From an optimization exercise on the open Yosys and OpenROAD flow, aimed at small area, a short achievable clock period and few clock cycles per item; shortcuts taken in it are not production practice.
Only simulation tests tie the RTL to the original design; equivalence was not proved.

==> inputs of job 3886 <==
==> flow/design.v (excerpt) <==
module chebyshev_polynomial_evaluator (
  input  logic                                clk_i,
  input  logic                                rst_ni,
  input  logic                                s_axis_tvalid,
  output logic                                s_axis_tready,
  input  logic [cheb_pkg::IN_TDATA_W-1:0]     s_axis_tdata,
  input  logic [cheb_pkg::ACT_W-1:0]          s_axis_tuser,
  output logic                                m_axis_tvalid,
  input  logic                                m_axis_tready,
  output logic [cheb_pkg::OUT_TDATA_W-1:0]    m_axis_tdata,
  output logic                                m_axis_tuser
);
export LEC_CHECK = 0
export CAP_MARGIN = 20
export CORE_MARGIN = 2
export CORE_UTILIZATION = 40
export SETUP_SLACK_MARGIN = 0.7
export SLEW_MARGIN = 20
create_clock -name core_clock -period 11.0 [get_ports {clk_i}]
run.sh (not shown) runs the stock make flow with config.mk's settings and CLKGATE_MAP_FILE= SYNTH_SCRIPT=/design/flow/synth_recipe.tcl, a recipe that flattens the netlist after the stock synthesis.
==> job 2728 (differences from job 3886) <==
--- a/flow/design.v
+++ b/flow/design.v
@@ -210,18 +210,17 @@
   assign dsor   = t_q[31:0];
   assign nmag   = a_q[VAL_W-1] ? VAL_W'(0) - a_q : a_q;
   assign d_ovf  = (nmag[62:32] >= dsor[30:0]) && (dsor[31] == 1'b0);
   assign d_skip = (nmag[62:64-DIV_SKIP] == '0) && (nmag[63-DIV_SKIP:32-DIV_SKIP] < dsor);
   assign d_neg  = a_q[VAL_W-1] ^ x_small;
   logic [62:0]      qv;
   logic [VAL_W-1:0] fin;
-  logic q_top;
-  assign q_top = (dv_q_q[QW-1:DIV_E] == '1) && dv_q_q[DIV_E-1];    
-  assign qv  = {dv_neg_q, dv_q_q[QW-1:DIV_E] ^ {62{dv_neg_q}}} + 63'(dv_q_q[DIV_E-1] ^ dv_neg_q);
-  assign fin = q_top ? (dv_neg_q ? cheb_pkg::VMIN : cheb_pkg::VMAX) : qv;
+  assign qv  = {1'b0, dv_q_q[QW-1:DIV_E]} + 63'(dv_q_q[DIV_E-1]);
+  assign fin = qv[62] ? (dv_neg_q ? cheb_pkg::VMIN : cheb_pkg::VMAX)
+                      : (dv_neg_q ? VAL_W'(0) - qv : qv);
   logic dv_idle, dv_done, hand_off;
   assign dv_idle  = (dv_state_q == DV_IDLE);
   assign dv_done  = (dv_state_q == DV_DONE);
   assign hand_off = (state_q == cheb_pkg::S_DS) && dv_idle && !ob_v_q;
   always_ff @(posedge clk_i or negedge rst_ni) begin
     if (!rst_ni) begin
       dv_state_q <= DV_IDLE;
--- a/flow/config.mk
+++ b/flow/config.mk
@@ -4,9 +4,9 @@
 export VERILOG_FILES = /design/flow/design.v
 export SDC_FILE = /design/flow/constraint.sdc
 export NUM_CORES = 4
 export LEC_CHECK = 0
 export CAP_MARGIN = 20
 export CORE_MARGIN = 2
 export CORE_UTILIZATION = 40
-export SETUP_SLACK_MARGIN = 0.7
+export SETUP_SLACK_MARGIN = 1.0
 export SLEW_MARGIN = 20
==> results.txt <==
outcome finished clean; Layout Nets 11.32k; met3 usage 12.98%; Final Core Density 45.61%; Synth Area in Simple Gates 17.11%; post-synthesis sequential area ratio 19.42%; HPWL Detailed 341.8 mm; Crit path required time 11.47 ns; hold path start dv_q_q[2]$_DFFE_PP_; initial antenna violation count 45; routability cong. 1.120; met1 capacity usage during global routing 53.78%; final worst hold slack 0.5887 ns; Worst Hold Endpoint dv_q_q[4]$_DFFE_PP_; multi-input combinational area share 65.57%; fin area 0.09303 mm²
[end of results for job 2728]
==> results.txt <==
outcome finished clean; met3 usage 9.654%; post-synthesis sequential area ratio 20.04%; Multi-In Gates 7,587; initial antenna violation count 18; HPWL Detailed 330.4 mm; multi-input combinational area share 64.38%; hold path start dv_q_q[0]$_DFFE_PP_; Worst Hold Endpoint dv_q_q[2]$_DFFE_PP_; routability cong. 1.084; Crit path required time 11.61 ns; Synth Area in Simple Gates 15.82%; met1 capacity usage during global routing 49.15%; final worst hold slack 0.5419 ns; fin area 0.09059 mm²; Layout Nets 10.94k
[end of results for job 3886]
Testbench counts of job 3886, summed over its fixed seeds: cycles 38,084, items 1,600.
Testbench counts of job 2728, summed over its fixed seeds: cycles 38,084, items 1,600.

## re-timing with driven ports
No port has a modelled driver above. Below, the same layouts with a new extraction and two added sets of constraints.
Step 1 (the two cells are an assumption about what drives the block):
set clk [get_ports {clk_i}]
set_driving_cell -lib_cell sky130_fd_sc_hd__clkbuf_16 $clk
set_driving_cell -lib_cell sky130_fd_sc_hd__buf_2 [delete_from_list [all_inputs] $clk]
Step 2 times the ports against the registers' clock, not the clock port: input delays grow and output delays shrink by t, the midpoint of the rising clock arrivals with the driver on.
Three values: ideal, step 1, step 2; two values: the first two.
run | shift t [ns] | setup WS [ns] | hold WS [ns] | worst slew at a driven data input, ns
job 3886 | 0.844 | 0.820 / 0.820 / 0.333 | 0.542 / 0.542 / 0.542 | 0.09
job 2728 | 0.810 | 0.875 / 0.875 / 0.836 | 0.589 / 0.589 / 0.589 | 0.06
After both steps setup and hold are still met in every run listed. For job 3886, which loses most, drivers alone change the setup slack by 0.000 ns; drivers and shift together by -0.487 ns.
